This is an optimization exercise on Yosys and OpenROAD, whose aim is small area, not a production implementation. Only simulation tests tie the RTL to the original design; equivalence was not proved. No activity file was given, so power comes from the tool's default toggle rates.

==> design/flow/design.v <==
`default_nettype none
package motor_pkg;
	typedef struct packed {
		logic a;
		logic b;
	} quad_t;
	typedef struct packed {
		logic [7:0]            rpm;   
		logic [1:0]            dir;   
		logic [17-1:0] kp;
		logic [17-1:0] ki;
		logic [17-1:0] kd;
	} ctrl_cmd_t;
	typedef struct packed {
		logic signed [16-1:0] setpoint;
		logic [17-1:0]         kp;
		logic [17-1:0]         ki;
		logic [17-1:0]         kd;
	} ctrl_set_t;
	typedef struct packed {
		logic [8-1:0] duty;
		logic                  fwd;
		logic                  rev;
	} drive_t;
endpackage
`default_nettype wire
`default_nettype none
`timescale 1ns/1ps
module quad_debounce
(
	input  wire             fpga_clk_50,
	input  wire             hps_fpga_reset_n,
	input  motor_pkg::quad_t enc,         
	output motor_pkg::quad_t enc_clean    
);
	localparam int DEB = 8;
	localparam int CW  = $clog2(DEB + 1);
	motor_pkg::quad_t           sync_1;            
	motor_pkg::quad_t           sync_2;
	motor_pkg::quad_t           sample_q;          
	logic [CW-1:0]   stable_cnt;        
	always_ff @(posedge fpga_clk_50 or negedge hps_fpga_reset_n)
	begin
		if (!hps_fpga_reset_n)
		begin
			sync_1     <= '0;
			sync_2     <= '0;
			sample_q   <= '0;
			stable_cnt <= '0;
			enc_clean  <= '0;
		end
		else
		begin
			sync_1   <= enc;
			sync_2   <= sync_1;
			sample_q <= sync_2;
			if (sync_2 != sample_q)
				stable_cnt <= '0;                   
			else if (stable_cnt != CW'(DEB))
				stable_cnt <= stable_cnt + 1'b1;    
			if (stable_cnt == CW'(DEB))
				enc_clean <= sample_q;              
		end
	end
endmodule
`default_nettype wire
`default_nettype none
`timescale 1ns/1ps
module quad_decoder
(
	input  wire                             fpga_clk_50,
	input  wire                             hps_fpga_reset_n,
	input  motor_pkg::quad_t                enc_clean,
	output logic signed [32-1:0]   count,
	output logic                            inc,         
	output logic                            dec          
);
	motor_pkg::quad_t      prev;        
	logic [3:0] step;        
	logic [32:0]   cy;       
	logic [32-1:0] nxt;
	assign step = {prev, enc_clean};
	assign cy[0] = inc;
	genvar gi;
	generate
		for (gi = 0; gi < 32; gi++)
		begin : g_chain
			assign nxt[gi]    = count[gi] ^ dec ^ cy[gi];
			assign cy[gi + 1] = (count[gi] & dec) | (count[gi] & cy[gi]) | (dec & cy[gi]);
		end
	endgenerate
	always_comb
	begin
		inc = 1'b0;
		dec = 1'b0;
		case (step)
			4'b00_01, 4'b01_11, 4'b11_10, 4'b10_00:
				inc = 1'b1;
			4'b01_00, 4'b11_01, 4'b10_11, 4'b00_10:
				dec = 1'b1;
			default:
				;                    
		endcase
	end
	always_ff @(posedge fpga_clk_50 or negedge hps_fpga_reset_n)
	begin
		if (!hps_fpga_reset_n)
		begin
			prev  <= '0;
			count <= '0;
		end
		else
		begin
			prev  <= enc_clean;
			count <= nxt;             
		end
	end
endmodule
`default_nettype wire
`default_nettype none
`timescale 1ns/1ps
module speed_meter
(
	input  wire                             fpga_clk_50,
	input  wire                             hps_fpga_reset_n,
	input  wire                             inc,
	input  wire                             dec,
	output logic [11:0]                     tick,       
	output logic signed [9:0]               speed,
	output logic                            armed       
);
	logic                  strobe;
	logic signed [9:0]     delta;      
	logic [9:0]            dbase;      
	logic [10:0]           dcy;
	logic [9:0]            dnxt;
	logic [12:0]           tcy;
	logic [11:0]           tnxt;
	assign strobe = &tick;
	assign dbase  = strobe ? 10'd0 : delta;
	assign dcy[0] = inc;
	assign tcy[0] = 1'b1;
	genvar gi;
	generate
		for (gi = 0; gi < 10; gi++)
		begin : g_dchain
			assign dnxt[gi]    = dbase[gi] ^ dec ^ dcy[gi];
			assign dcy[gi + 1] = (dbase[gi] & dec) | (dbase[gi] & dcy[gi]) | (dec & dcy[gi]);
		end
		for (gi = 0; gi < 12; gi++)
		begin : g_tchain
			assign tnxt[gi]    = tick[gi] ^ tcy[gi];
			assign tcy[gi + 1] = tick[gi] & tcy[gi];
		end
	endgenerate
	always_ff @(posedge fpga_clk_50 or negedge hps_fpga_reset_n)
	begin
		if (!hps_fpga_reset_n)
		begin
			tick  <= '0;
			delta <= '0;
			speed <= '0;
			armed <= 1'b0;
		end
		else
		begin
			tick  <= tnxt;
			delta <= dnxt;
			if (strobe)
			begin
				speed <= delta;
				armed <= 1'b1;
			end
		end
	end
endmodule
`default_nettype wire
`default_nettype none
`timescale 1ns/1ps
module cmd_port
(
	input  wire                   fpga_clk_50,
	input  wire                   hps_fpga_reset_n,
	input  wire                   cmd_req,
	input  motor_pkg::ctrl_cmd_t  cmd,
	output logic                  cmd_ack,
	output logic [7:0]            sp_mag,      
	output logic                  sp_neg,      
	output logic [17-1:0] kp,
	output logic [17-1:0] ki,
	output logic [17-1:0] kd,
	output logic                  gv           
);
	logic req_s1, req_s2;    
	always_ff @(posedge fpga_clk_50 or negedge hps_fpga_reset_n)
	begin
		if (!hps_fpga_reset_n)
		begin
			req_s1  <= 1'b0;
			req_s2  <= 1'b0;
			cmd_ack <= 1'b0;
			gv      <= 1'b0;
		end
		else
		begin
			req_s1  <= cmd_req;
			req_s2  <= req_s1;
			cmd_ack <= req_s2;
			if (req_s2 && !cmd_ack)
				gv <= 1'b1;
		end
	end
	always_ff @(posedge fpga_clk_50)
	begin
		if (req_s2 && !cmd_ack)
		begin
			sp_mag <= cmd.rpm & {8{cmd.dir[0]}};
			sp_neg <= cmd.dir[1];
			kp <= cmd.kp;
			ki <= cmd.ki;
			kd <= cmd.kd;
		end
	end
endmodule
`default_nettype wire
`default_nettype none
`timescale 1ns/1ps
module pid_regulator
(
	input  wire                             fpga_clk_50,
	input  wire                             hps_fpga_reset_n,
	input  wire [11:0]                      tick,
	input  wire                             armed,
	input  wire [7:0]                       sp_mag,
	input  wire                             sp_neg,
	input  wire [17-1:0]            kp,
	input  wire [17-1:0]            ki,
	input  wire [17-1:0]            kd,
	input  wire                             gv,
	input  wire signed [9:0]                speed,
	output logic [8-1:0]           duty,
	output logic                            fwd,
	output logic                            rev
);
	localparam int RW = 15;
	localparam int NW = 53;        
	logic signed [12:0]   integ;
	logic signed [10:0]   err_q;
	logic signed [10:0]   err_n;
	logic [RW-1:0]        R;
	logic [NW-1:0]        W;
	logic [1:0]           ph;      
	logic                 dly;     
	logic                 cy;      
	logic [6:0]  t;
	logic        act, t0, t1, t2, t3, t57, su, last;
	logic        ph0, ph1, ph2;
	logic        g, s;
	logic        sel_sp, sel_ns, sel_i, sel_neq, sel_e, sh, hold;
	logic [RW-1:0] a, b, sum;
	logic [RW:0]   rc;
	logic        cin;
	logic [RW-1:0] sp_x, speed_x, integ_x, errq_x, errn_x;
	assign t    = tick[6:0];
	assign act  = armed && (tick[11:7] == 5'd0);
	assign su   = (t[6:2] == 5'd0) && (t[1:0] != 2'd3);     
	assign t0   = (t == 7'd0);
	assign t1   = (t == 7'd1);
	assign t2   = (t == 7'd2);
	assign t3   = (t == 7'd3);
	assign t57  = act && (t == 7'd57);
	assign last = (t >= 7'd54);
	assign ph0  = (ph == 2'd0);
	assign ph1  = (ph == 2'd1);
	assign ph2  = (ph == 2'd2);
	assign g = W[0] & ~last;
	assign s = g ^ dly ^ cy;
	assign sp_x    = {{(RW-8){sp_neg}}, sp_mag ^ {8{sp_neg}}};
	assign speed_x = {{(RW-10){speed[9]}}, speed};
	assign integ_x = {{(RW-13){integ[12]}}, integ};
	assign errq_x  = {{(RW-11){err_q[10]}}, err_q};
	assign errn_x  = {{(RW-11){err_n[10]}}, err_n};
	assign sh   = ph0 && !t0 && !t3;
	assign hold = !ph0;
	assign sel_sp  = t0 && gv;
	assign sel_ns  = t1;
	assign sel_i   = t2 || (!su && ph0 && g);
	assign sel_neq = !su && ph1 && g;
	assign sel_e   = !su && ph2 && s;
	assign cin     = (sel_sp && sp_neg) || sel_ns || sel_neq;
	always_comb
	begin
		for (int i = 0; i < RW; i++)
		begin
			a[i] = (hold && R[i]) || (sh && R[(i < RW - 1) ? i + 1 : i]);
			b[i] = (sel_sp && sp_x[i]) || (sel_ns && !speed_x[i]) || (sel_i && integ_x[i])
				|| (sel_neq && !errq_x[i]) || (sel_e && errn_x[i]);
		end
	end
	assign rc[0] = cin;
	genvar gi;
	generate
		for (gi = 0; gi < RW; gi++)
		begin : g_add
			assign sum[gi]    = a[gi] ^ b[gi] ^ rc[gi];
			assign rc[gi + 1] = (a[gi] & b[gi]) | (a[gi] & rc[gi]) | (b[gi] & rc[gi]);
		end
	endgenerate
	logic               ovf;
	logic signed [12:0] integ_c;
	assign ovf     = sum[14] ? (!sum[12] || (sum[11:0] == 12'd0)) : sum[12];
	assign integ_c = {sum[14], ovf ? {11{!sum[14]}} : sum[11:1], ovf || sum[0]};
	logic [8:0]  ulo;
	logic        un, sat;
	logic [7:0]  mag;
	always_comb
	begin
		for (int j = 0; j < 9; j++)
			ulo[j] = W[2 + 3 * (j + 8)];
		un = R[RW-1];
		if (!un)
			sat = (|R) || ulo[8];
		else
			sat = !((&R) && ulo[8]) || (ulo[7:0] == 8'd0);
		mag = (ulo[7:0] ^ {8{un}}) + {7'd0, un};
	end
	always_ff @(posedge fpga_clk_50)
	begin
		R   <= sum;
		ph  <= (&tick || ph2) ? 2'd0 : ph + 2'd1;
		dly <= g;
		cy  <= ph2 ? ((g & dly) | (g & cy) | (dly & cy)) : cy;
		if (t1)
			err_n <= sum[10:0];
		if (t0)
		begin
			W[1:0] <= 2'b00;
			for (int j = 0; j < 17; j++)
			begin
				W[2 + 3 * j] <= ki[j] & gv;
				W[3 + 3 * j] <= kd[j] & gv;
				W[4 + 3 * j] <= kp[j] & gv;
			end
		end
		else
			W <= {R[0], W[NW-1:1]};
	end
	always_ff @(posedge fpga_clk_50 or negedge hps_fpga_reset_n)
	begin
		if (!hps_fpga_reset_n)
		begin
			integ <= '0;
			err_q <= '0;
			duty  <= '0;
			fwd   <= 1'b0;
			rev   <= 1'b0;
		end
		else
		begin
			if (act && t2)
				integ <= integ_c;
			if (t57)
			begin
				err_q <= err_n;
				duty  <= mag | {8{sat}};
				fwd   <= !un && ((|R) || (|ulo));
				rev   <= un;
			end
		end
	end
endmodule
`default_nettype wire
`default_nettype none
`timescale 1ns/1ps
module pwm_driver
(
	input  wire                fpga_clk_50,
	input  wire                hps_fpga_reset_n,
	input  wire [7:0]          cnt,
	input  wire [7:0]          duty,
	input  wire                armed,       
	output logic               pwm
);
	logic [7:0] duty_q;      
	always_ff @(posedge fpga_clk_50 or negedge hps_fpga_reset_n)
	begin
		if (!hps_fpga_reset_n)
			pwm <= 1'b0;
		else
			pwm <= armed && (cnt < duty_q);
	end
	always_ff @(posedge fpga_clk_50)
	begin
		if (&cnt)
			duty_q <= duty;         
	end
endmodule
`default_nettype wire
`default_nettype none
`timescale 1ns/1ps
module motor_channel
(
	input  wire                             fpga_clk_50,
	input  wire                             hps_fpga_reset_n,
	input  wire [1:0]                       enc,       
	input  wire                             cmd_req,
	input  wire [60:0]                      cmd,       
	output logic                            cmd_ack,
	output logic signed [32-1:0]   count,
	output logic signed [16-1:0]   speed,
	output logic [8-1:0]           duty,
	output logic                            fwd,
	output logic                            rev,
	output logic                            pwm
);
	motor_pkg::quad_t      enc_in;
	motor_pkg::ctrl_cmd_t  cmd_in;
	motor_pkg::quad_t      enc_clean;
	logic                  inc, dec;
	logic [11:0]           tick;
	logic signed [9:0]     speed_s;
	logic                  armed;
	logic [7:0]            sp_mag;
	logic                  sp_neg;
	logic [17-1:0] kp, ki, kd;
	logic                  gv;
	assign enc_in = enc;
	assign cmd_in = cmd;
	assign speed = {{(16-10){speed_s[9]}}, speed_s};
	quad_debounce u_quad_debounce (
		.fpga_clk_50 (fpga_clk_50), .hps_fpga_reset_n (hps_fpga_reset_n),
		.enc (enc_in), .enc_clean (enc_clean)
	);
	quad_decoder u_quad_decoder (
		.fpga_clk_50 (fpga_clk_50), .hps_fpga_reset_n (hps_fpga_reset_n),
		.enc_clean (enc_clean), .count (count), .inc (inc), .dec (dec)
	);
	speed_meter u_speed_meter (
		.fpga_clk_50 (fpga_clk_50), .hps_fpga_reset_n (hps_fpga_reset_n),
		.inc (inc), .dec (dec), .tick (tick), .speed (speed_s), .armed (armed)
	);
	cmd_port u_cmd_port (
		.fpga_clk_50 (fpga_clk_50), .hps_fpga_reset_n (hps_fpga_reset_n),
		.cmd_req (cmd_req), .cmd (cmd_in), .cmd_ack (cmd_ack),
		.sp_mag (sp_mag), .sp_neg (sp_neg), .kp (kp), .ki (ki), .kd (kd), .gv (gv)
	);
	pid_regulator u_pid_regulator (
		.fpga_clk_50 (fpga_clk_50), .hps_fpga_reset_n (hps_fpga_reset_n),
		.tick (tick), .armed (armed), .sp_mag (sp_mag), .sp_neg (sp_neg),
		.kp (kp), .ki (ki), .kd (kd), .gv (gv), .speed (speed_s),
		.duty (duty), .fwd (fwd), .rev (rev)
	);
	pwm_driver u_pwm_driver (
		.fpga_clk_50 (fpga_clk_50), .hps_fpga_reset_n (hps_fpga_reset_n),
		.cnt (tick[7:0]), .duty (duty), .armed (armed), .pwm (pwm)
	);
endmodule
`default_nettype wire
==> design/flow/flow/run.sh <==
#!/bin/bash
# standard layout, with the port buffers made of the smallest buffer cell
cp standard.sh standard_copy.txt
export BUFFER_PORTS_ARGS="-buffer_cell sky130_fd_sc_hd__buf_1"
bash standard.sh > standard.log 2>&1
==> design/flow/standard.sh <==
#!/bin/bash
# synth_recipe.tcl (not shown) runs the flow's synth.tcl, then flattens the netlist and writes it again
# the make line also repeats each setting of config.mk as NAME=value (left out here)
make -C /OpenROAD-flow-scripts/flow DESIGN_CONFIG=/design/flow/config.mk WORK_HOME=/design/flow/orfs CLKGATE_MAP_FILE= SYNTH_SCRIPT=/design/flow/synth_recipe.tcl "${@:-finish}"
==> design/flow/config.mk <==
export PLATFORM = sky130hd
export DESIGN_NAME = motor_channel
export DESIGN_NICKNAME = motor_channel
export VERILOG_FILES = /design/flow/design.v
export SDC_FILE = /design/flow/constraint.sdc
export NUM_CORES = 4
export LEC_CHECK = 0
export CAP_MARGIN = 20
export CORE_MARGIN = 2
export CORE_UTILIZATION = 40
export CTS_BUF_LIST = sky130_fd_sc_hd__clkbuf_16
export CTS_CLUSTER_DIAMETER = 80
export CTS_CLUSTER_SIZE = 30
export SLEW_MARGIN = 20
==> design/flow/constraint.sdc <==
create_clock -name core_clock -period 20.0 [get_ports {fpga_clk_50}]
set_input_delay 4.0000 -clock core_clock [delete_from_list [all_inputs] [get_ports {fpga_clk_50}]]
set_output_delay 4.0000 -clock core_clock [all_outputs]
set_load 0.01 [all_outputs]
==> results.json, run 1 <==
{
  "initial_core_util": 0.404,
  "finalSetupViolCount": 0,
  "ff2ff_setup_slack_ns": 6.19,
  "post-place-cells": 1377,
  "fp.dieH_um": 171,
  "syn_nets": 1058,
  "io-pin-count": 126,
  "cts_setup_buffers": 0,
  "crit_fanout": 42,
  "ys_types": 57,
  "rr_worst_depth": 36,
  "cp-end-kind": "flip-flop",
  "drv_cap": 0,
  "min_path_type": "flip-flop to flip-flop",
  "postSynthRegisterBits": 269,
  "numCtsBuffers": 15,
  "slew_viol_final": 0,
  "p_leak_nw": 5.73,
  "r2r_start": "u_quad_debounce.enc_clean[0]",
  "synth_common_cells": "nand2_1 (180), dfrtp_1 (118), edfxtp_1 (80), dfxtp_1 (71), o21ai_0 (64)",
  "insertion_delay_ns": 0.50,
  "dieArea_um2": 29300,
  "gr-usage-all-layers": 0.140,
  "hold_depth": 0,
  "vias": 6584,
  "worstHoldEndpoint": "u_cmd_port.req_s2",
  "synth_cells": 910,
  "grt_max_degree": 105,
  "relSlewSlack": 0.364,
  "layout.nets": 1164,
  "rsz0062_at_grt": "no",
  "critPathMaxStageDelay_ns": 0.52,
  "cts_tree": "done",
  "hold_start": "u_cmd_port.req_s1",
  "clk_path_buf_depth": 3,
  "fin_crit_ns": 13.81,
  "dr.pass1.iters": 5,
  "tightest_slew_ns": 0.953,
  "yosysWarnings": 6,
  "cts.sinks": 269,
  "avgSynthCellArea_um2": 12.3,
  "critPathLaunchType": "flip-flop",
  "ctsRootBufferMaster": "clkbuf_16",
  "synth_area_um2": 11200,
  "syn_to_final_growth_pct": 12.0,
  "peakVddDrop_mv": 0.0811,
  "synth-main-ff-cell": "dfrtp_1",
  "fin_util": 0.453,
  "ctsHtreeMaxLevel": 1,
  "path_class": "flip-flop to flip-flop",
  "power_density_nw_per_um2": 76.2,
  "antenna_found_initial": 0,
  "synthTopCellsByArea": "dfrtp_1 (26%), edfxtp_1 (22%), dfxtp_1 (13%)",
  "ant_nets": 0,
  "clock.fmax_mhz": 72.4,
  "die_x_um": 171,
  "gr-total-overflow": 0,
  "synth_top_cell_area_share": 0.264,
  "io_buffer_count": 125,
  "grt_pass1_wl_mm": 33.1,
  "wl_per_cell_um": 14.0,
  "cp.arrival_ns": 14.17,
  "ys_seq_area_frac": 0.606,
  "yosys.area.top_type": "dfrtp_1",
  "vias_per_cell": 4.70,
  "hpwl_mm": 13.6,
  "required_ns": 20.36,
  "r2r_end": "u_quad_decoder.count[31]",
  "drc": 0,
  "slowest_stage": "fa_1",
  "wl_mm": 19.6,
  "run_status": "timing/DRC/antenna clean",
  "place.gp.congestion": 0.806,
  "hold_violations": 0,
  "cts_hold_buf": 0,
  "final_layout_size_suffix_gt1_frac": 0.0557,
  "post_cts_resized": 0,
  "antenna_cells": 0,
  "clkTransAtPathRegs_ns": 0.11,
  "synth_edf_count": 80,
  "finClkSkew_ns": 0.0312,
  "grt_pass1_vias": 6484,
  "yosysMostFrequentCell": "nand2_1",
  "async_reset_ff_frac": 0.439,
  "holdWs_ns": 0.349,
  "drtIter0Drc": 417,
  "finalCritPeriodShare": 0.690,
  "fin_tns_setup_ns": 0,
  "core_um2": 27600,
  "stdcell_count": 1402,
  "rows": 61,
  "path_common_cell": "fa_1"
}
[cells by family (layout without fill, tap and decap cells)]
| group | Yosys count | count (layout) | share of synthesized area |
|---|---|---|---|
| fa+ha+maj | 82 | 82 | 0.129 |
| mux | 6 | 6 | 0.00705 |
| flops | 269 | 269 | 0.606 |
| buf+inv | 77 | 191 | 0.0288 |
| xor+xnor | 30 | 30 | 0.0249 |
| compound gates | 153 | 153 | 0.0882 |
| simple gates | 293 | 293 | 0.116 |
[critical path, delay by kind of cell, from the launching register on]
family | cells | cell delay (ns)
xor gates and xnor gates | 3 | 0.54
adders and majority gates | 31 | 12.29
buffers and inverters | 1 | 0.37
DFF | 1 | 0.41
and+or+nand+nor | 1 | 0.06
[flip-flops by register name, indices dropped and copies added (netlist names), 12 cells and up]
signal,flops
u_cmd_port.kd,17
u_cmd_port.ki,17
u_cmd_port.kp,17
u_pid_regulator.R,15
u_pid_regulator.W,53
u_pid_regulator.integ,13
u_quad_decoder.count,32
u_speed_meter.tick,12
[report_power, final]
part | internal, mW | switching [mW] | total (mW) | leakage (nW)
sequential | 0.575 | 0.00621 | 0.582 | 2.91
combinational | 0.00935 | 0.0159 | 0.0253 | 2.56
clock | 0.156 | 0.191 | 0.347 | 0.254
[layout by cell type (no fill, tap or decap), drive strengths merged, types with 10 or more instances in the layout]
cell	instances
buf	131
a22o	12
inv	41
xor2	15
and2	12
xnor2	15
ha	27
nand2b	10
nand2	180
o21ai	74
a21oi	24
fa	55
dfrtp	118
nor2b	11
nor4	11
edfxtp	80
dfxtp	71
nor2	38
clkbuf	17
[worst max-delay path by stage]
stage,from,endpoint,slack [ns],cells past startpoint
after floorplan,u_quad_debounce.enc_clean[1],u_quad_decoder.count[31],5.74,35
after global placement,u_quad_debounce.enc_clean[0],u_quad_decoder.count[31],6.41,36
after detailed placement,u_quad_debounce.enc_clean[0],u_quad_decoder.count[31],6.13,36
after CTS,u_quad_debounce.enc_clean[0],u_quad_decoder.count[31],6.10,36
after global routing,u_quad_debounce.enc_clean[1],u_quad_decoder.count[31],5.69,36
final,u_quad_debounce.enc_clean[0],u_quad_decoder.count[31],6.19,36
[final cells by class]
class	count	area, um2
flip-flops and latches	269	6780
clock inverters	9	109
well taps	378	473
clock buffers	16	400
fillers	2595	15100
multi-input cells	564	4100
inverters	34	128
repair buffers	132	526
[metal layers]
metal	GRT usage	part of all wire
met4	0.0343	0.017
met3	0.0238	0.047
met1	0.199	0.48
met5	0	0
met2	0.223	0.46
[stage by stage]
stage | power [mW] | setup WS [ns] | cell area [um2]
after detailed placement | 0.620 | 6.13 | 12000
after CTS | 0.970 | 6.10 | 12500
after global routing | 0.994 | 5.69 | 12500
after global placement | 0.619 | 6.41 | 12000
final | 0.954 | 6.19 | 12500
after floorplan | 0.604 | 5.74 | 11200
==> inputs of run 2 (changes only) <==
==> design/flow/flow/run.sh (replaced) <==
#!/bin/bash
# standard layout, with the port buffers made of the smallest buffer cell
export BUFFER_PORTS_ARGS="-buffer_cell sky130_fd_sc_hd__buf_1"

bash standard.sh > standard.log 2>&1
--- a/design/flow/config.mk
+++ b/design/flow/config.mk
@@ -6,5 +6,5 @@
 export NUM_CORES = 4
 export LEC_CHECK = 0
-export CAP_MARGIN = 20
+export CAP_MARGIN = 0
 export CORE_MARGIN = 2
 export CORE_UTILIZATION = 40
@@ -12,3 +12,3 @@
 export CTS_CLUSTER_DIAMETER = 80
 export CTS_CLUSTER_SIZE = 30
-export SLEW_MARGIN = 20
+export SLEW_MARGIN = 0
==> run 2 against run 1 <==
  * Clock power about the same
  * Final area did not move
  * Die area stayed put
  * Global-route usage unchanged
  * Via count unchanged
  * Core utilization unchanged
  * Worst setup slack stayed put
  * Clock skew is the same
  * Clock-buffer cell count stayed put
  * Cell count is the same
  * Sequential cell count unchanged
  * Routed wire length unchanged
  * Critical endpoint unchanged
  * Largest cell class unchanged
  * Highest routed layer unchanged
==> results.json, run 2 <==
{
  "finalCritPeriodShare": 0.690,
  "drc": 0,
  "cts_tree": "done",
  "synth-main-ff-cell": "dfrtp_1",
  "cts_hold_buf": 0,
  "hold_start": "u_cmd_port.req_s1",
  "largest_register_ffs": 53,
  "io-pin-count": 126,
  "ys_types": 57,
  "drv_cap": 0,
  "grt_max_degree": 105,
  "clk_path_buf_depth": 3,
  "top_register": "u_pid_regulator.W",
  "yosys.area.top_type": "dfrtp_1",
  "holdWs_ns": 0.349,
  "path_delay_family": "adder cells",
  "post_cts_resized": 0,
  "slowest_stage": "fa_1",
  "clkTransAtPathRegs_ns": 0.11,
  "layout_commonest_cell": "nand2_1",
  "initial_core_util": 0.404,
  "combPwrFrac": 0.026,
  "worst-path-buf-inv": 1,
  "grt_pass1_wl_mm": 33.1,
  "p_sw_frac": 0.223,
  "pre_cts_slack_ns": 6.13,
  "slew_viol_final": 0,
  "yosysWarnings": 6,
  "dr.pass1.iters": 5,
  "finalSetupViolCount": 0,
  "post-place-cells": 1377,
  "r2r_end": "u_quad_decoder.count[31]",
  "dieArea_um2": 29300,
  "path_class": "flip-flop to flip-flop",
  "rr_worst_depth": 36,
  "fin_util": 0.453,
  "clkPwrFrac": 0.364,
  "layout.nets": 1164,
  "required_ns": 20.36,
  "core_um2": 27600,
  "path_common_cell": "fa_1",
  "tightest_slew_ns": 0.953,
  "rsz0062_at_grt": "no",
  "synth_edf_count": 80,
  "relSlewSlack": 0.364,
  "critPathLaunchType": "flip-flop",
  "wl_per_cell_um": 14.0,
  "avgSynthCellArea_um2": 12.3,
  "syn_to_final_growth_pct": 12.0,
  "hpwl_mm": 13.6,
  "cp.arrival_ns": 14.17,
  "worstHoldEndpoint": "u_cmd_port.req_s2",
  "synthTopCellsByArea": "dfrtp_1 (26%), edfxtp_1 (22%), dfxtp_1 (13%)",
  "run_status": "timing/DRC/antenna clean",
  "hold_violations": 0,
  "synth_cells": 910,
  "fp.dieH_um": 171,
  "peakVddDrop_mv": 0.0811,
  "r2r_start": "u_quad_debounce.enc_clean[0]",
  "final_layout_size_suffix_gt1_frac": 0.0557,
  "vias": 6584,
  "cts.sinks": 269,
  "stdcell_count": 1402,
  "place.gp.congestion": 0.806,
  "synth_area_um2": 11200,
  "cp-end-kind": "flip-flop",
  "ctsHtreeMaxLevel": 1,
  "fin_ws_ns": 6.19,
  "min_path_type": "flip-flop to flip-flop",
  "wl_mm": 19.6,
  "ys_seq_area_frac": 0.606,
  "insertion_delay_ns": 0.50,
  "placed_area_um2": 12000,
  "power_density_nw_per_um2": 76.2,
  "finalPower_mw": 0.954,
  "antenna_found_initial": 0,
  "seq_power_share": 0.610,
  "async_reset_ff_frac": 0.439,
  "numCtsBuffers": 15,
  "gr-usage-all-layers": 0.140,
  "fin_tns_setup_ns": 0,
  "hold_depth": 0,
  "p_leak_nw": 5.73,
  "crit_fanout": 42,
  "vias_per_cell": 4.70,
  "cts_setup_buffers": 0,
  "finClkSkew_ns": 0.0312,
  "syn_nets": 1058,
  "ff2ff_setup_slack_ns": 6.19,
  "fin_crit_ns": 13.81,
  "io_buffer_count": 125,
  "postSynthRegisterBits": 269,
  "antenna_cells": 0,
  "grt_pass1_vias": 6484,
  "ctsRootBufferMaster": "clkbuf_16",
  "clock.fmax_mhz": 72.4,
  "synth_common_cells": "nand2_1 (180), dfrtp_1 (118), edfxtp_1 (80), dfxtp_1 (71), o21ai_0 (64)",
  "gr-total-overflow": 0,
  "synth_top_cell_area_share": 0.264,
  "drtIter0Drc": 417,
  "layout_common_cells": "nand2_1 (179), buf_1 (124), dfrtp_1 (117)",
  "switchingPower_mw": 0.213,
  "post-route-cell-area_um2": 12500,
  "top_regs": "u_pid_regulator.W x53, u_quad_decoder.count x32",
  "ant_nets": 0,
  "yosysMostFrequentCell": "nand2_1",
  "p_int_mw": 0.741,
  "die_x_um": 171,
  "critPathMaxStageDelay_ns": 0.52,
  "rows": 61
}
-- run 2: cell counts in the layout (fill, tap and decap cells not counted) --
Identical to the previous run, type by type.
-- run 2: layout make-up --
type | count | area, um2
Multi-Input combinational cell | 564 | 4100
Fill cell | 2595 | 15100
Clock inverter | 9 | 109
Clock buffer | 16 | 400
Timing Repair Buffer | 132 | 526
Tap cell | 378 | 473
Inverter | 34 | 128
Sequential cell | 269 | 6780
-- run 2: worst max path at each step --
| stage | from | end | slack, ns | cells past startpoint |
|---|---|---|---|---|
| after CTS | u_quad_debounce.enc_clean[0] | u_quad_decoder.count[31] | 6.10 | 36 |
| after global placement | u_quad_debounce.enc_clean[0] | u_quad_decoder.count[31] | 6.41 | 36 |
| after global routing | u_quad_debounce.enc_clean[1] | u_quad_decoder.count[31] | 5.69 | 36 |
| after detailed placement | u_quad_debounce.enc_clean[0] | u_quad_decoder.count[31] | 6.13 | 36 |
| final | u_quad_debounce.enc_clean[0] | u_quad_decoder.count[31] | 6.19 | 36 |
| after floorplan | u_quad_debounce.enc_clean[1] | u_quad_decoder.count[31] | 5.74 | 35 |
-- run 2: cell families after synthesis --
logic type                 synth area share
AOI/OAI and AO/OA                    0.0882
xor gates and xnor gates             0.0249
DFF                                   0.606
and+or+nand+nor                       0.116
adders and majority gates             0.129
muxes                               0.00705
buffers and inverters                0.0288
-- run 2: power by group through the flow --
stage	clock (mW)	combinational (mW)	sequential [mW]
after global routing	0.381	0.0299	0.583
final	0.347	0.0253	0.582
after detailed placement	0	0.0262	0.594
after CTS	0.361	0.0264	0.582
after global placement	0	0.0259	0.593
after floorplan	0	0.00933	0.594
-- run 2: worst reg2reg max path, delay by kind of cell (launching register included) --
kind / cells / cell delay, ns
xor gates and xnor gates: 3 / 0.54
adders and majority gates: 31 / 12.31
buffers and inverters: 1 / 0.37
DFF: 1 / 0.41
and+or+nand+nor: 1 / 0.06
-- run 2: routing by layer --
layer,global-route usage,up-vias,part of all wire
met3,0.0238,20,0.047
met4,0.0343,0,0.017
met1,0.199,3144,0.48
met5,0,-,0
li1,-,3290,-
met2,0.223,130,0.46
==> inputs of run 3 (changes only) <==
==> design/flow/flow/run.sh (replaced) <==
#!/bin/bash
# standard layout, with the port buffers made of the smallest buffer cell
export BUFFER_PORTS_ARGS="-buffer_cell sky130_fd_sc_hd__buf_1"
export CTS_ARGS="-sink_clustering_enable -repair_clock_nets -buf_list sky130_fd_sc_hd__clkbuf_8 -sink_clustering_size 20 -sink_clustering_max_diameter 60 -dont_use_dummy_load"
bash standard.sh > standard.log 2>&1
--- a/design/flow/config.mk
+++ b/design/flow/config.mk
@@ -6,5 +6,5 @@
 export NUM_CORES = 4
 export LEC_CHECK = 0
-export CAP_MARGIN = 0
+export CAP_MARGIN = 20
 export CORE_MARGIN = 2
 export CORE_UTILIZATION = 40
@@ -12,3 +12,3 @@
 export CTS_CLUSTER_DIAMETER = 80
 export CTS_CLUSTER_SIZE = 30
-export SLEW_MARGIN = 0
+export SLEW_MARGIN = 20
==> run 3 against run 2 <==
  * First-iteration DRC count grew 4.8%
  * Critical path type unchanged
  * Largest power group unchanged
  * Non-clock buffer count is the same
  * Clock-buffer cell count is 8 higher
  * Still clean
  * Die area unchanged
  * Cell count is essentially flat
  * Largest cell class unchanged
  * Via count is 0.43% higher
  * Critical path depth unchanged
  * Sequential power about the same
  * Highest routed layer unchanged
==> results.json, run 3 <==
{
  "ctsRootBufferMaster": "clkbuf_8",
  "crit_fanout": 42,
  "slew_viol_final": 0,
  "place.gp.congestion": 0.806,
  "drtIter0Drc": 437,
  "cts_hold_buf": 0,
  "post-place-cells": 1377,
  "fillCellCount": 2622,
  "tightest_slew_ns": 0.944,
  "rr_worst_depth": 36,
  "synthSimpleGateAreaFrac": 0.116,
  "holdWs_ns": 0.343,
  "initial_core_util": 0.404,
  "antenna_found_initial": 0,
  "clk_path_buf_depth": 3,
  "synthAdderAreaFrac": 0.129,
  "hold_violations": 0,
  "final_layout_size_suffix_gt1_frac": 0.0567,
  "p_leak_nw": 5.65,
  "layout.nets": 1173,
  "avgSynthCellArea_um2": 12.3,
  "path_common_cell": "fa_1",
  "numCtsBuffers": 24,
  "antenna_cells": 0,
  "multiInputGateArea_um2": 4100,
  "rows": 61,
  "layout_commonest_cell": "nand2_1",
  "critPathMaxStageDelay_ns": 0.52,
  "synthTopCellsByArea": "dfrtp_1 (26%), edfxtp_1 (22%), dfxtp_1 (13%)",
  "stdcell_count": 1401,
  "finalSetupViolCount": 0,
  "fin_tns_setup_ns": 0,
  "post_cts_resized": 0,
  "synth-main-ff-cell": "dfrtp_1",
  "clkTransAtPathRegs_ns": 0.11,
  "fin_ws_ns": 6.23,
  "gr-usage-all-layers": 0.140,
  "fp.dieH_um": 171,
  "async_reset_ff_frac": 0.439,
  "synth_cells": 910,
  "drv_cap": 0,
  "rsz0062_at_grt": "no",
  "syn_nets": 1058,
  "ff2ff_setup_slack_ns": 6.23,
  "grt_pass1_vias": 6529,
  "synth_edf_count": 80,
  "vias": 6612,
  "cp.arrival_ns": 14.18,
  "layout_common_cells": "nand2_1 (179), buf_1 (124), dfrtp_1 (117)",
  "cp-end-kind": "flip-flop",
  "hold_depth": 0,
  "ys_types": 57,
  "die_x_um": 171,
  "largest_register_ffs": 53,
  "run_status": "timing/DRC/antenna clean",
  "clock.fmax_mhz": 72.6,
  "dr.pass1.iters": 5,
  "top_register": "u_pid_regulator.W",
  "cts_setup_buffers": 0,
  "r2r_start": "u_quad_debounce.enc_clean[0]",
  "io_buffer_count": 125,
  "relSlewSlack": 0.371,
  "synth_top_cell_area_share": 0.264,
  "drc": 0,
  "top_regs": "u_pid_regulator.W x53, u_quad_decoder.count x32",
  "synth_common_cells": "nand2_1 (180), dfrtp_1 (118), edfxtp_1 (80), dfxtp_1 (71), o21ai_0 (64)",
  "peakVddDrop_mv": 0.0515,
  "ff_latch_area_um2": 6780,
  "dieArea_um2": 29300,
  "grt_pass1_wl_mm": 33.2,
  "synth_top_family_by_area": "adder cells",
  "hpwl_mm": 13.6,
  "yosys.area.top_type": "dfrtp_1",
  "slowest_stage": "fa_1",
  "ant_nets": 0,
  "fin_crit_ns": 13.77,
  "cts.sinks": 269,
  "postSynthRegisterBits": 269,
  "yosysMostFrequentCell": "nand2_1",
  "synthXorXnorAreaFrac": 0.0249,
  "grt_max_degree": 105,
  "worstHoldEndpoint": "u_cmd_port.req_s2",
  "syn_to_final_growth_pct": 10.4,
  "gr-total-overflow": 0,
  "wl_mm": 19.8,
  "pre_cts_slack_ns": 6.13,
  "synth_area_um2": 11200,
  "finalCritPeriodShare": 0.688,
  "ctsHtreeMaxLevel": 1,
  "finClkSkew_ns": 0.0693,
  "required_ns": 20.41,
  "cts_tree": "done",
  "vias_per_cell": 4.72,
  "yosysWarnings": 6,
  "core_um2": 27600,
  "wl_per_cell_um": 14.1,
  "r2r_end": "u_quad_decoder.count[31]",
  "io-pin-count": 126,
  "hold_start": "u_cmd_port.req_s1",
  "min_path_type": "flip-flop to flip-flop",
  "path_class": "flip-flop to flip-flop",
  "fin_util": 0.447,
  "ys_seq_area_frac": 0.606,
  "synth.mux.area_fraction": 0.00705,
  "synth_compound_area_frac": 0.0882,
  "power_density_nw_per_um2": 71.1,
  "insertion_delay_ns": 0.56,
  "critPathLaunchType": "flip-flop"
}
-- run 3: per-stage QoR --
stage	area, um2	total power, mW
2_1_floorplan	11200	0.604
3_3_place_gp	12000	0.619
3_5_place_dp	12000	0.620
4_1_cts	12300	0.894
5_1_grt	12300	0.917
6_report	12300	0.878
-- run 3: routing by layer --
layer	track usage	routed length, um
met3	0.0234	934
met5	0	0
met2	0.224	9020
met1	0.199	9300
met4	0.0380	501
-- run 3: kinds of logic after synthesis --
group,Yosys count
buffers and inverters,77
adders and majority gates,82
AOI/OAI and AO/OA,153
xor gates and xnor gates,30
and+or+nand+nor,293
muxes,6
DFF,269
-- run 3: how the worst max path moves through the flow --
stage,start,end
3_3_place_gp,u_quad_debounce.enc_clean[0],u_quad_decoder.count[31]
4_1_cts,u_quad_debounce.enc_clean[0],u_quad_decoder.count[31]
3_5_place_dp,u_quad_debounce.enc_clean[0],u_quad_decoder.count[31]
2_1_floorplan,u_quad_debounce.enc_clean[1],u_quad_decoder.count[31]
5_1_grt,u_quad_debounce.enc_clean[1],u_quad_decoder.count[31]
6_report,u_quad_debounce.enc_clean[0],u_quad_decoder.count[31]
-- run 3: power breakdown --
group,switching (mW),internal [mW]
registers,0.00619,0.576
logic,0.0159,0.00935
clock network,0.164,0.107
-- run 3: critical path, delay by kind of cell (launching register included) --
| kind | cells | cell delay (ns) |
|---|---|---|
| xor gates and xnor gates | 3 | 0.55 |
| adders and majority gates | 31 | 12.29 |
| buffers and inverters | 1 | 0.37 |
| DFF | 1 | 0.40 |
| and+or+nand+nor | 1 | 0.06 |
-- run 3: final cells by class --
| cell class | count | share of cell area |
|---|---|---|
| flip-flops and latches | 269 | 0.549 |
| well taps | 378 | 0.0383 |
| clock buffers | 24 | 0.0268 |
| repair buffers | 132 | 0.0426 |
| multi-input cells | 564 | 0.333 |
| inverters | 34 | 0.0103 |
==> inputs of run 4 (changes only) <==
==> design/flow/flow/run.sh (replaced) <==
#!/bin/bash
# standard layout, with the port buffers made of the smallest buffer cell
export BUFFER_PORTS_ARGS="-buffer_cell sky130_fd_sc_hd__buf_1"
export CTS_ARGS="-sink_clustering_enable -repair_clock_nets -buf_list sky130_fd_sc_hd__clkbuf_16 -sink_clustering_size 30 -sink_clustering_max_diameter 80 -dont_use_dummy_load"
bash standard.sh > standard.log 2>&1
==> run 4 against run 3 <==
  * Still clean on timing, DRC and antenna
  * Sequential power about the same
  * Clock power increased by 11%
  * Worst hold slack got worse by 0.0026 ns
  * Combinational power about the same
  * Via count decreased by 0.79%
  * Critical path depth unchanged
  * Final area increased by 0.37%
  * Sequential cell count unchanged
  * Synthesized cell count unchanged
  * Global-route usage decreased by 0.088 points
  * Register-to-register slack got worse by 0.04 ns
  * Fmax decreased by 0.26%
==> results.json, run 4 <==
{
  "run_status": "timing/DRC/antenna clean",
  "synth-main-ff-cell": "dfrtp_1",
  "yosys.area.top_type": "dfrtp_1",
  "drv_cap": 0,
  "post-place-cells": 1377,
  "rows": 61,
  "ant_nets": 0,
  "required_ns": 20.34,
  "vias_per_cell": 4.71,
  "gr-total-overflow": 0,
  "yosysWarnings": 6,
  "holdWs_ns": 0.341,
  "finalCritPeriodShare": 0.690,
  "final_layout_size_suffix_gt1_frac": 0.0483,
  "antenna_cells": 0,
  "p_leak_nw": 5.66,
  "critPathMaxStageDelay_ns": 0.52,
  "numCtsBuffers": 15,
  "finClkSkew_ns": 0.0741,
  "synth_cells": 910,
  "core_um2": 27600,
  "insertion_delay_ns": 0.51,
  "vias": 6560,
  "relSlewSlack": 0.367,
  "clkTransAtPathRegs_ns": 0.09,
  "synth_common_cells": "nand2_1 (180), dfrtp_1 (118), edfxtp_1 (80), dfxtp_1 (71), o21ai_0 (64)",
  "clock.fmax_mhz": 72.4,
  "dr.pass1.iters": 6,
  "worst-path-buf-inv": 1,
  "fp.dieH_um": 171,
  "syn_nets": 1058,
  "wl_per_cell_um": 14.1,
  "power_density_nw_per_um2": 73.2,
  "layout.nets": 1164,
  "post_cts_resized": 0,
  "crit_fanout": 42,
  "stdcell_count": 1392,
  "dieArea_um2": 29300,
  "cp-end-kind": "flip-flop",
  "yosysMostFrequentCell": "nand2_1",
  "layout_common_cells": "nand2_1 (179), buf_1 (124), dfrtp_1 (117)",
  "synth_area_um2": 11200,
  "critPathLaunchType": "flip-flop",
  "ctsHtreeMaxLevel": 1,
  "postSynthRegisterBits": 269,
  "slew_viol_final": 0,
  "synth_edf_count": 80,
  "cts_hold_buf": 0,
  "top_regs": "u_pid_regulator.W x53, u_quad_decoder.count x32",
  "synth_top_cell_area_share": 0.264,
  "fin_crit_ns": 13.80,
  "drtIter0Drc": 386,
  "die_x_um": 171,
  "gr-usage-all-layers": 0.139,
  "initial_core_util": 0.404,
  "ctsRootBufferMaster": "clkbuf_16",
  "async_reset_ff_frac": 0.439,
  "fillCellCount": 2602,
  "cp.arrival_ns": 14.15,
  "peakVddDrop_mv": 0.0786,
  "wl_mm": 19.6,
  "tightest_slew_ns": 0.950,
  "rsz0062_at_grt": "no",
  "antenna_found_initial": 0,
  "avgSynthCellArea_um2": 12.3,
  "layout_commonest_cell": "nand2_1",
  "path_delay_family": "adder cells",
  "grt_pass1_vias": 6476,
  "largest_register_ffs": 53,
  "path_common_cell": "fa_1",
  "ys_types": 57,
  "cts.sinks": 269,
  "cts_tree": "done",
  "grt_max_degree": 105,
  "drc": 0,
  "hpwl_mm": 13.6,
  "synthTopCellsByArea": "dfrtp_1 (26%), edfxtp_1 (22%), dfxtp_1 (13%)",
  "fin_tns_setup_ns": 0,
  "io_buffer_count": 125,
  "syn_to_final_growth_pct": 10.8,
  "hold_violations": 0,
  "place.gp.congestion": 0.806,
  "grt_pass1_wl_mm": 33.0,
  "ys_seq_area_frac": 0.606,
  "clk_path_buf_depth": 3,
  "cts_setup_buffers": 0,
  "path_class": "flip-flop to flip-flop",
  "top_register": "u_pid_regulator.W",
  "io-pin-count": 126,
  "finalSetupViolCount": 0,
  "min_path_type": "flip-flop to flip-flop",
  "slowest_stage": "fa_1"
}
-- run 4: cell count changes in the layout (fill, tap and decap cells not counted) --
cell	delta
clkbuf_8	-24
clkbuf_16	+15
-- run 4: where the power goes --
part           switching, mW  internal [mW]  leakage, nW
Sequential           0.00619          0.575         2.91
Combinational         0.0159        0.00935         2.56
Clock                  0.165          0.135        0.185
-- run 4: cells by family after synthesis --
kind of cell	count (synthesis)	synth area share
simple gates	293	0.116
flops	269	0.606
compound gates	153	0.0882
fa+ha+maj	82	0.129
buf+inv	77	0.0288
xor+xnor	30	0.0249
mux	6	0.00705
-- run 4: cell type report --
class,count,area [um2],share of cell area
Timing Repair Buffer,132,526,0.0424
Tap cell,378,473,0.0382
Inverter,34,128,0.0103
Multi-Input combinational cell,564,4100,0.331
Sequential cell,269,6780,0.547
Clock buffer,15,375,0.0303
-- run 4: through the flow --
stage               total power [mW]  utilization  instance area, um2  setup slack [ns]
floorplan                      0.604            -               11200              5.74
CTS                            0.921        0.448               12400              6.11
finish                         0.907        0.448               12400              6.20
global placement               0.619        0.435               12000              6.41
detailed placement             0.620        0.435               12000              6.13
global route                   0.944        0.448               12400              5.69
-- run 4: worst paths after layout --
path                            slack [ns]                    startpoint                           to  cells past startpoint
worst max-delay path                  6.20  u_quad_debounce.enc_clean[0]     u_quad_decoder.count[31]                     36
max in group asynchronous            15.08              hps_fpga_reset_n  u_quad_debounce.sample_q[0]                      2
worst min-delay path                  0.34             u_cmd_port.req_s1            u_cmd_port.req_s2                      0
worst max register to register        6.20  u_quad_debounce.enc_clean[0]     u_quad_decoder.count[31]                     36
min in group asynchronous             3.57              hps_fpga_reset_n     u_pid_regulator.integ[4]                      1
worst min register to register        0.34             u_cmd_port.req_s1            u_cmd_port.req_s2                      0
-- run 4: worst register-to-register path, delay by kind of cell (launching register included) --
kind,cells,cell delay [ns]
buffers and inverters,1,0.37
XOR/XNOR,3,0.55
flip-flops,1,0.41
adder cells (fa/ha/maj),31,12.31
AND/OR/NAND/NOR,1,0.06
-- run 4: layer usage --
| layer | wire length, um | up-vias | track usage |
|---|---|---|---|
| li1 | - | 3274 | - |
| met1 | 9310 | 3131 | 0.198 |
| met2 | 8950 | 131 | 0.223 |
| met3 | 1000 | 24 | 0.0248 |
| met4 | 335 | 0 | 0.0339 |
| met5 | 0 | - | 0 |
==> inputs of run 5 (changes only) <==
==> design/flow/flow/run.sh (replaced) <==
#!/bin/bash
# standard layout, with the port buffers made of the smallest buffer cell
export BUFFER_PORTS_ARGS="-buffer_cell sky130_fd_sc_hd__buf_1"
export CTS_ARGS="-sink_clustering_enable -repair_clock_nets -dont_use_dummy_load -buf_list sky130_fd_sc_hd__clkbuf_4 -sink_clustering_buffer sky130_fd_sc_hd__clkbuf_8 -sink_clustering_size 20 -sink_clustering_max_diameter 60"
bash standard.sh > standard.log 2>&1
==> run 5 against run 4 <==
  * Fmax up 0.22%
  * Critical path depth unchanged
  * Sequential power about the same
  * Combinational power about the same
  * Worst hold slack better by 0.0034 ns
  * Sequential cell count unchanged
  * Worst setup slack better by 0.031 ns
  * Routed wire length up 0.87%
  * Clock-buffer cell count up 9
  * Critical endpoint unchanged
  * Non-clock buffer count unchanged
==> results.json, run 5 <==
{
  "finalPower_mw": 0.870,
  "seq_power_share": 0.669,
  "ctsHtreeMaxLevel": 1,
  "switchingPower_mw": 0.186,
  "post-place-cells": 1377,
  "insertion_delay_ns": 0.70,
  "clk_path_buf_depth": 3,
  "synth-main-ff-cell": "dfrtp_1",
  "hold_violations": 0,
  "drv_cap": 0,
  "synthTopCellsByArea": "dfrtp_1 (26%), edfxtp_1 (22%), dfxtp_1 (13%)",
  "yosysWarnings": 6,
  "fin_tns_setup_ns": 0,
  "fin_util": 0.446,
  "synthSimpleGateAreaFrac": 0.116,
  "rows": 61,
  "path_common_cell": "fa_1",
  "cts_hold_buf": 0,
  "run_status": "timing/DRC/antenna clean",
  "post_cts_resized": 0,
  "dr.pass1.iters": 8,
  "core_um2": 27600,
  "fp.dieH_um": 171,
  "p_sw_frac": 0.214,
  "place.gp.congestion": 0.806,
  "fillCellCount": 2627,
  "hpwl_mm": 13.6,
  "p_leak_nw": 5.64,
  "stdcell_count": 1402,
  "yosysMostFrequentCell": "nand2_1",
  "finClkSkew_ns": 0.0789,
  "drc": 0,
  "drtIter0Drc": 399,
  "cts.sinks": 269,
  "finalSetupViolCount": 0,
  "syn_to_final_growth_pct": 10.3,
  "synth.mux.area_fraction": 0.00705,
  "ys_seq_area_frac": 0.606,
  "finalCritPeriodShare": 0.689,
  "holdWs_ns": 0.344,
  "wl_mm": 19.8,
  "synth_top_cell_area_share": 0.264,
  "cts_tree": "done",
  "synth_cells": 910,
  "rsz0062_at_grt": "no",
  "die_x_um": 171,
  "path_delay_family": "adder cells",
  "multiInputGateArea_um2": 4100,
  "placed_area_um2": 12000,
  "ys_types": 57,
  "gr-usage-all-layers": 0.140,
  "fin_crit_ns": 13.77,
  "avgSynthCellArea_um2": 12.3,
  "antenna_found_initial": 1,
  "synth_edf_count": 80,
  "grt_pass1_wl_mm": 33.2,
  "synth_top_family_by_area": "adder cells",
  "gr-total-overflow": 0,
  "tightest_slew_ns": 0.960,
  "synth_common_cells": "nand2_1 (180), dfrtp_1 (118), edfxtp_1 (80), dfxtp_1 (71), o21ai_0 (64)",
  "initial_core_util": 0.404,
  "worst-path-buf-inv": 1,
  "relSlewSlack": 0.360,
  "cp.arrival_ns": 14.32,
  "largest_register_ffs": 53,
  "synthXorXnorAreaFrac": 0.0249,
  "async_reset_ff_frac": 0.439,
  "min_path_type": "flip-flop to flip-flop",
  "ctsRootBufferMaster": "clkbuf_4",
  "layout_common_cells": "nand2_1 (179), buf_1 (124), dfrtp_1 (117)",
  "ff_latch_area_um2": 6780,
  "vias": 6615,
  "pre_cts_slack_ns": 6.13,
  "syn_nets": 1058,
  "synth_compound_area_frac": 0.0882,
  "combPwrFrac": 0.029,
  "slew_viol_final": 0,
  "layout.nets": 1173,
  "yosys.area.top_type": "dfrtp_1",
  "slowest_stage": "fa_1",
  "path_class": "flip-flop to flip-flop",
  "io_buffer_count": 125,
  "numCtsBuffers": 24,
  "grt_pass1_vias": 6542,
  "clkPwrFrac": 0.302,
  "cp-end-kind": "flip-flop",
  "top_regs": "u_pid_regulator.W x53, u_quad_decoder.count x32",
  "required_ns": 20.55,
  "postSynthRegisterBits": 269,
  "io-pin-count": 126,
  "clock.fmax_mhz": 72.6,
  "vias_per_cell": 4.72,
  "fin_ws_ns": 6.23,
  "critPathMaxStageDelay_ns": 0.52,
  "power_density_nw_per_um2": 70.6,
  "cts_setup_buffers": 0,
  "ant_nets": 0,
  "grt_max_degree": 105,
  "synthAdderAreaFrac": 0.129,
  "critPathLaunchType": "flip-flop",
  "peakVddDrop_mv": 0.0513,
  "p_int_mw": 0.684,
  "wl_per_cell_um": 14.1,
  "final_layout_size_suffix_gt1_frac": 0.0567,
  "synth_area_um2": 11200,
  "post-route-cell-area_um2": 12300,
  "crit_fanout": 42,
  "layout_commonest_cell": "nand2_1",
  "clkTransAtPathRegs_ns": 0.11,
  "top_register": "u_pid_regulator.W",
  "dieArea_um2": 29300
}
## run 5: cell counts after synthesis
No cell type changed its count.
## run 5: power groups by stage
| stage | Combinational (mW) | Clock (mW) | Sequential, mW |
|---|---|---|---|
| final | 0.0252 | 0.263 | 0.582 |
| after global routing | 0.0299 | 0.295 | 0.583 |
| after CTS | 0.0263 | 0.277 | 0.582 |
| after detailed placement | 0.0262 | 0 | 0.594 |
| after global placement | 0.0259 | 0 | 0.593 |
| after floorplan | 0.00933 | 0 | 0.594 |
## run 5: cells by family (layout without fill, tap and decap cells)
family,after synthesis,after routing
flip-flops,269,269
XOR/XNOR,30,30
multiplexers,6,6
other,0,1
buffers and inverters,77,190
AND/OR/NAND/NOR,293,293
AO/OA/AOI/OAI,153,153
adder cells (fa/ha/maj),82,82
## run 5: area by class of cell
cell class                 instances  share of cell area
antenna                            1            0.000203
inverter                          34              0.0104
multi-input combinational        564               0.333
timing repair buffer             132              0.0427
clock buffer                      24              0.0253
sequential                       269               0.550
tap                              378              0.0384
## run 5: layer usage
| metal | wire length [um] | vias to the layer above | share of wire | GRT usage |
|---|---|---|---|---|
| met2 | 8930 | 141 | 0.45 | 0.224 |
| met5 | 0 | - | 0 | 0 |
| li1 | - | 3289 | - | - |
| met1 | 9470 | 3149 | 0.48 | 0.199 |
| met4 | 569 | 0 | 0.029 | 0.0413 |
| met3 | 795 | 36 | 0.040 | 0.0213 |
## run 5: worst register-to-register path: cells and delay by family (launching register included)
family / cells / cell delay, ns
adders and majority gates: 31 / 12.31
xor gates and xnor gates: 3 / 0.55
DFF: 1 / 0.40
buffers and inverters: 1 / 0.37
and+or+nand+nor: 1 / 0.06
## run 5: path summary, 6_finish.rpt
path                                         startpoint                        end  slack [ns]  depth (start not counted)
max                        u_quad_debounce.enc_clean[0]   u_quad_decoder.count[31]        6.23                         36
min                                   u_cmd_port.req_s1          u_cmd_port.req_s2        0.34                          0
max reg2reg                u_quad_debounce.enc_clean[0]   u_quad_decoder.count[31]        6.23                         36
min reg2reg                           u_cmd_port.req_s1          u_cmd_port.req_s2        0.34                          0
max in group asynchronous              hps_fpga_reset_n  u_quad_debounce.sync_1[1]       15.23                          2
min in group asynchronous              hps_fpga_reset_n   u_pid_regulator.integ[4]        3.41                          1
==> inputs of run 6 (changes only) <==
==> design/flow/flow/run.sh (replaced) <==
#!/bin/bash
# standard layout, with the port buffers made of the smallest buffer cell
export BUFFER_PORTS_ARGS="-buffer_cell sky130_fd_sc_hd__buf_1"
export CTS_ARGS="-sink_clustering_enable -repair_clock_nets -dont_use_dummy_load -buf_list sky130_fd_sc_hd__clkbuf_4 -sink_clustering_buffer sky130_fd_sc_hd__clkbuf_8 -sink_clustering_size 18 -sink_clustering_max_diameter 55"
bash standard.sh > standard.log 2>&1
==> run 6 against run 5 <==
  * Sequential power is essentially flat
  * Largest power group unchanged
  * Final area grew 0.22%
  * Clock skew shrank 0.033 ns
  * Clock-buffer cell count grew 2
  * Critical path type unchanged
==> results.json, run 6 <==
{
  "pre_cts_slack_ns": 6.13,
  "p_int_mw": 0.693,
  "finalPower_mw": 0.879,
  "post-route-cell-area_um2": 12300,
  "cts.sinks": 269,
  "insertion_delay_ns": 0.70,
  "critPathLaunchType": "flip-flop",
  "peakVddDrop_mv": 0.0520,
  "ant_nets": 0,
  "placed_area_um2": 12000,
  "gr-total-overflow": 0,
  "relSlewSlack": 0.351,
  "post_cts_resized": 0,
  "switchingPower_mw": 0.186,
  "fp.dieH_um": 171,
  "synth_cells": 910,
  "path_class": "flip-flop to flip-flop",
  "hpwl_mm": 13.6,
  "yosysWarnings": 6,
  "fillCellCount": 2613,
  "ff_latch_area_um2": 6780,
  "avgSynthCellArea_um2": 12.3,
  "dr.pass1.iters": 7,
  "finClkSkew_ns": 0.0462,
  "die_x_um": 171,
  "ctsHtreeMaxLevel": 1,
  "clkTransAtPathRegs_ns": 0.11,
  "required_ns": 20.56,
  "final_layout_size_suffix_gt1_frac": 0.0585,
  "layout_commonest_cell": "nand2_1",
  "finalCritPeriodShare": 0.690,
  "path_common_cell": "fa_1",
  "cts_tree": "done",
  "stdcell_count": 1404,
  "numCtsBuffers": 26,
  "wl_met1_mm": 9.37,
  "hold_violations": 0,
  "fin_util": 0.447,
  "multiInputGateArea_um2": 4100,
  "cts_setup_buffers": 0,
  "layout.nets": 1175,
  "holdWs_ns": 0.344,
  "yosysMostFrequentCell": "nand2_1",
  "gr-usage-all-layers": 0.140,
  "grt_pass1_wl_mm": 33.1,
  "top_regs": "u_pid_regulator.W x53, u_quad_decoder.count x32",
  "drv_cap": 0,
  "post-place-cells": 1377,
  "highest_layer": "met4",
  "fin_crit_ns": 13.80,
  "drtIter0Drc": 372,
  "finalSetupViolCount": 0,
  "tightest_slew_ns": 0.974,
  "fin_tns_setup_ns": 0,
  "combPwrFrac": 0.029,
  "slowest_stage": "fa_1",
  "grt_max_degree": 105,
  "io-pin-count": 126,
  "io_buffer_count": 125,
  "wl_met2_mm": 9.00,
  "synthTopCellsByArea": "dfrtp_1 (26%), edfxtp_1 (22%), dfxtp_1 (13%)",
  "slew_viol_final": 0,
  "ctsRootBufferMaster": "clkbuf_4",
  "async_reset_ff_frac": 0.439,
  "dieArea_um2": 29300,
  "ys_types": 57,
  "syn_to_final_growth_pct": 10.5,
  "power_density_nw_per_um2": 71.2,
  "grt_pass1_vias": 6578,
  "clkPwrFrac": 0.309,
  "rows": 61,
  "vias_per_cell": 4.72,
  "wl_mm": 19.7,
  "cp-end-kind": "flip-flop",
  "synth_edf_count": 80,
  "synth_common_cells": "nand2_1 (180), dfrtp_1 (118), edfxtp_1 (80), dfxtp_1 (71), o21ai_0 (64)",
  "place.gp.congestion": 0.806,
  "worst-path-buf-inv": 1,
  "cp.arrival_ns": 14.36,
  "syn_nets": 1058,
  "drc": 0,
  "yosys.area.top_type": "dfrtp_1",
  "largest_register_ffs": 53,
  "clock.fmax_mhz": 72.4,
  "initial_core_util": 0.404,
  "wl_per_cell_um": 14.0,
  "synth-main-ff-cell": "dfrtp_1",
  "core_um2": 27600,
  "layout_common_cells": "nand2_1 (179), buf_1 (124), dfrtp_1 (117)",
  "cts_hold_buf": 0,
  "synth_area_um2": 11200,
  "top_register": "u_pid_regulator.W",
  "critPathMaxStageDelay_ns": 0.52,
  "rsz0062_at_grt": "no",
  "path_delay_family": "adder cells",
  "dr_wl_met3_um": 859,
  "postSynthRegisterBits": 269,
  "antenna_found_initial": 1,
  "synth_top_cell_area_share": 0.264,
  "min_path_type": "flip-flop to flip-flop",
  "seq_power_share": 0.662,
  "p_leak_nw": 5.65,
  "fin_ws_ns": 6.20,
  "ys_seq_area_frac": 0.606,
  "p_sw_frac": 0.212,
  "run_status": "timing/DRC/antenna clean",
  "clk_path_buf_depth": 3,
  "vias": 6631,
  "crit_fanout": 42
}
## run 6: cell count changes in the layout (fill, tap and decap cells not counted), sizes merged
cell	change
clkbuf	+2
## run 6: logic make-up after synthesis
logic type	Yosys count	share of synthesized area
simple gates	293	0.116
fa+ha+maj	82	0.129
flops	269	0.606
compound gates	153	0.0882
xor+xnor	30	0.0249
buf+inv	77	0.0288
mux	6	0.00705
## run 6: routing by layer
metal,up-vias,global-route usage
li1,3295,-
met1,3164,0.197
met2,143,0.223
met3,29,0.0224
met4,0,0.0424
met5,-,0
## run 6: worst register-to-register path: cells and delay by family, from the launching register on
kind                       cells  cell delay [ns]
adders and majority gates     31            12.30
xor gates and xnor gates       3             0.55
DFF                            1             0.41
buffers and inverters          1             0.37
and+or+nand+nor                1             0.06
## run 6: power groups by stage
stage	logic (mW)	clock network (mW)	registers, mW
CTS	0.0263	0.286	0.582
finish	0.0252	0.272	0.582
global placement	0.0259	0	0.593
floorplan	0.00933	0	0.594
detailed placement	0.0262	0	0.594
global route	0.0299	0.303	0.583
## run 6: cell type report
type                    instances  share of cell area
clock buffers                  26              0.0275
repair buffers                132              0.0426
multi-input cells             564               0.332
inverters                      34              0.0103
flip-flops and latches        269               0.549
well taps                     378              0.0383
diodes                          1            0.000203
## run 6: path summary, 6_finish.rpt
path	start	to	slack (ns)	cells past startpoint
worst max-delay path	u_quad_debounce.enc_clean[0]	u_quad_decoder.count[31]	6.20	36
worst min-delay path	u_cmd_port.req_s1	u_cmd_port.req_s2	0.34	0
worst max register to register	u_quad_debounce.enc_clean[0]	u_quad_decoder.count[31]	6.20	36
worst min register to register	u_cmd_port.req_s1	u_cmd_port.req_s2	0.34	0
max in group asynchronous	hps_fpga_reset_n	u_quad_debounce.sample_q[0]	15.26	2
min in group asynchronous	hps_fpga_reset_n	u_pid_regulator.err_q[6]	3.39	1
==> inputs of run 7 (changes only) <==
==> design/flow/flow/run.sh (replaced) <==
#!/bin/bash
# standard layout, with the port buffers made of the smallest buffer cell
export BUFFER_PORTS_ARGS="-buffer_cell sky130_fd_sc_hd__buf_1"
export CTS_ARGS="-sink_clustering_enable -repair_clock_nets -dont_use_dummy_load -buf_list sky130_fd_sc_hd__clkbuf_4 -sink_clustering_buffer sky130_fd_sc_hd__clkbuf_16 -sink_clustering_size 35 -sink_clustering_max_diameter 90"
bash standard.sh > standard.log 2>&1
==> run 7 against run 6 <==
  * Sequential cell count unchanged
  * Critical endpoint unchanged
  * Sequential share of layout area up 0.17 points
  * Largest cell class unchanged
  * Combinational power about the same
  * Area after synthesis unchanged
  * Total power down 0.80%
  * Synthesized cell count unchanged
  * Worst setup slack better by 0.026 ns
  * Clock skew up 0.045 ns
  * Final area down 0.31%
  * Critical path type unchanged
  * Largest power group unchanged
  * Clock-buffer cell count down 12
  * Non-clock buffer count unchanged
  * Core utilization down 0.14 points
==> results.json, run 7 <==
{
  "wl_per_cell_um": 14.1,
  "critPathLaunchType": "flip-flop",
  "async_reset_ff_frac": 0.439,
  "hpwl_mm": 13.6,
  "synth_cells": 910,
  "drtIter0Drc": 410,
  "layout.nets": 1163,
  "io_buffer_count": 125,
  "vias_per_cell": 4.72,
  "fillCellCount": 2618,
  "rows": 61,
  "p_leak_nw": 5.62,
  "core_um2": 27600,
  "place.gp.congestion": 0.806,
  "hold_violations": 0,
  "combPwrFrac": 0.029,
  "drc": 0,
  "seq_power_share": 0.667,
  "top_register": "u_pid_regulator.W",
  "fp.dieH_um": 171,
  "clkTransAtPathRegs_ns": 0.12,
  "path_common_cell": "fa_1",
  "syn_to_final_growth_pct": 10.2,
  "relSlewSlack": 0.347,
  "switchingPower_mw": 0.183,
  "synth_edf_count": 80,
  "layout_common_cells": "nand2_1 (179), buf_1 (124), dfrtp_1 (117)",
  "yosys.area.top_type": "dfrtp_1",
  "power_density_nw_per_um2": 70.8,
  "ant_nets": 0,
  "hold_start": "u_cmd_port.req_s1",
  "layout_commonest_cell": "nand2_1",
  "synth_area_um2": 11200,
  "tightest_slew_ns": 0.980,
  "clock.fmax_mhz": 72.6,
  "finalCritPeriodShare": 0.689,
  "placed_area_um2": 12000,
  "grt_pass1_wl_mm": 32.9,
  "clkPwrFrac": 0.304,
  "finalSetupViolCount": 0,
  "wl_mm": 19.6,
  "peakVddDrop_mv": 0.0710,
  "yosysMostFrequentCell": "nand2_1",
  "rr_worst_depth": 36,
  "dr.pass1.iters": 5,
  "synth_top_cell_area_share": 0.264,
  "drv_cap": 0,
  "slew_viol_final": 0,
  "dieArea_um2": 29300,
  "clk_path_buf_depth": 3,
  "yosysWarnings": 6,
  "syn_nets": 1058,
  "cts_setup_buffers": 0,
  "fin_crit_ns": 13.78,
  "path_class": "flip-flop to flip-flop",
  "vias": 6577,
  "gr-total-overflow": 0,
  "ys_types": 57,
  "initial_core_util": 0.404,
  "top_regs": "u_pid_regulator.W x53, u_quad_decoder.count x32",
  "antenna_found_initial": 1,
  "cp.arrival_ns": 14.30,
  "die_x_um": 171,
  "io-pin-count": 126,
  "synth_common_cells": "nand2_1 (180), dfrtp_1 (118), edfxtp_1 (80), dfxtp_1 (71), o21ai_0 (64)",
  "slowest_stage": "fa_1",
  "p_sw_frac": 0.209,
  "cts_hold_buf": 0,
  "grt_pass1_vias": 6490,
  "r2r_start": "u_quad_debounce.enc_clean[0]",
  "grt_max_degree": 105,
  "numCtsBuffers": 14,
  "finClkSkew_ns": 0.0914,
  "min_path_type": "flip-flop to flip-flop",
  "insertion_delay_ns": 0.68,
  "ctsRootBufferMaster": "clkbuf_4",
  "required_ns": 20.53,
  "cts.sinks": 269,
  "avgSynthCellArea_um2": 12.3,
  "r2r_end": "u_quad_decoder.count[31]",
  "largest_register_ffs": 53,
  "worstHoldEndpoint": "u_cmd_port.req_s2",
  "postSynthRegisterBits": 269,
  "hold_depth": 0,
  "run_status": "timing/DRC/antenna clean",
  "post-route-cell-area_um2": 12300,
  "post_cts_resized": 0,
  "gr-usage-all-layers": 0.139,
  "ctsHtreeMaxLevel": 1,
  "final_layout_size_suffix_gt1_frac": 0.0474,
  "cts_tree": "done",
  "synth-main-ff-cell": "dfrtp_1",
  "cp-end-kind": "flip-flop",
  "fin_tns_setup_ns": 0,
  "critPathMaxStageDelay_ns": 0.52,
  "ys_seq_area_frac": 0.606,
  "synthTopCellsByArea": "dfrtp_1 (26%), edfxtp_1 (22%), dfxtp_1 (13%)",
  "fin_util": 0.446,
  "ff2ff_setup_slack_ns": 6.22,
  "p_int_mw": 0.689,
  "rsz0062_at_grt": "no",
  "crit_fanout": 42
}
run 7: worst max-delay path: cells and delay by family, from the launching register on:
kind                       cells  cell delay (ns)
buffers and inverters          1             0.37
and+or+nand+nor                1             0.06
DFF                            1             0.41
adders and majority gates     31            12.30
xor gates and xnor gates       3             0.54
run 7: worst max path at each step:
stage                                  from                       end  slack (ns)
6_report       u_quad_debounce.enc_clean[0]  u_quad_decoder.count[31]        6.22
3_5_place_dp   u_quad_debounce.enc_clean[0]  u_quad_decoder.count[31]        6.13
5_1_grt        u_quad_debounce.enc_clean[1]  u_quad_decoder.count[31]        5.73
4_1_cts        u_quad_debounce.enc_clean[0]  u_quad_decoder.count[31]        6.15
3_3_place_gp   u_quad_debounce.enc_clean[0]  u_quad_decoder.count[31]        6.41
2_1_floorplan  u_quad_debounce.enc_clean[1]  u_quad_decoder.count[31]        5.74
run 7: power groups by stage:
stage | clock network (mW) | registers [mW] | logic, mW
2_1_floorplan | 0 | 0.594 | 0.00933
3_3_place_gp | 0 | 0.593 | 0.0259
3_5_place_dp | 0 | 0.594 | 0.0262
4_1_cts | 0.277 | 0.582 | 0.0263
5_1_grt | 0.295 | 0.583 | 0.0299
6_report | 0.265 | 0.582 | 0.0252
run 7: final cells by class:
class	count	area, um2	share of cell area
flip-flops and latches	269	6780	0.551
inverters	34	128	0.0104
well taps	378	473	0.0384
multi-input cells	564	4100	0.333
clock buffers	14	298	0.0242
repair buffers	132	526	0.0427
diodes	2	5.00	0.000407
run 7: routing by layer:
metal	vias up	GRT usage	wire [um]
met1	3142	0.197	9310
met4	0	0.0354	363
met3	27	0.0213	954
met5	-	0	0
li1	3275	-	-
met2	133	0.223	8950
run 7: per-stage QoR:
step	worst slack, ns	total power [mW]	instances	hold WS, ns
floorplan	5.74	0.604	910	0.331
global placement	6.41	0.619	1377	0.334
detailed placement	6.13	0.620	1377	0.337
CTS	6.15	0.886	1391	0.347
global route	5.73	0.908	1393	0.364
finish	6.22	0.872	1393	0.344
run 7: cells by family after synthesis:
| logic type | after synthesis | share of synthesized area |
|---|---|---|
| simple gates | 293 | 0.116 |
| flops | 269 | 0.606 |
| compound gates | 153 | 0.0882 |
| fa+ha+maj | 82 | 0.129 |
| buf+inv | 77 | 0.0288 |
| xor+xnor | 30 | 0.0249 |
| mux | 6 | 0.00705 |

[separate check: timing with driven ports]
No port has a modelled driver above. Below, the same layouts with a new extraction and two added sets of constraints.
Step 1 assumes that a clkbuf_16 drives the clock port and a buf_2 every other input.
Step 2 times the ports against the registers' clock, not the clock port: input delays grow and output delays shrink by t, the midpoint of the rising clock arrivals with the driver on.
Three values: ideal, step 1, step 2; two values: the first two.
run | t (ns) | setup WS [ns] | worst hold slack (ns) | worst data-port slew with drivers (ns)
run 1 | 0.532 | 6.191 / 6.191 / 6.191 | 0.349 / 0.349 / 0.349 | 0.03
run 2 | 0.532 | 6.191 / 6.191 / 6.191 | 0.349 / 0.349 / 0.349 | 0.03
run 3 | 0.569 | 6.233 / 6.233 / 6.233 | 0.343 / 0.343 / 0.343 | 0.03
run 4 | 0.519 | 6.197 / 6.197 / 6.197 | 0.341 / 0.341 / 0.341 | 0.03
run 5 | 0.709 | 6.228 / 6.228 / 6.228 | 0.344 / 0.344 / 0.344 | 0.03
run 6 | 0.720 | 6.197 / 6.197 / 6.197 | 0.344 / 0.344 / 0.344 | 0.03
run 7 | 0.677 | 6.223 / 6.223 / 6.223 | 0.344 / 0.344 / 0.344 | 0.03
After both steps every run listed still meets setup and hold.
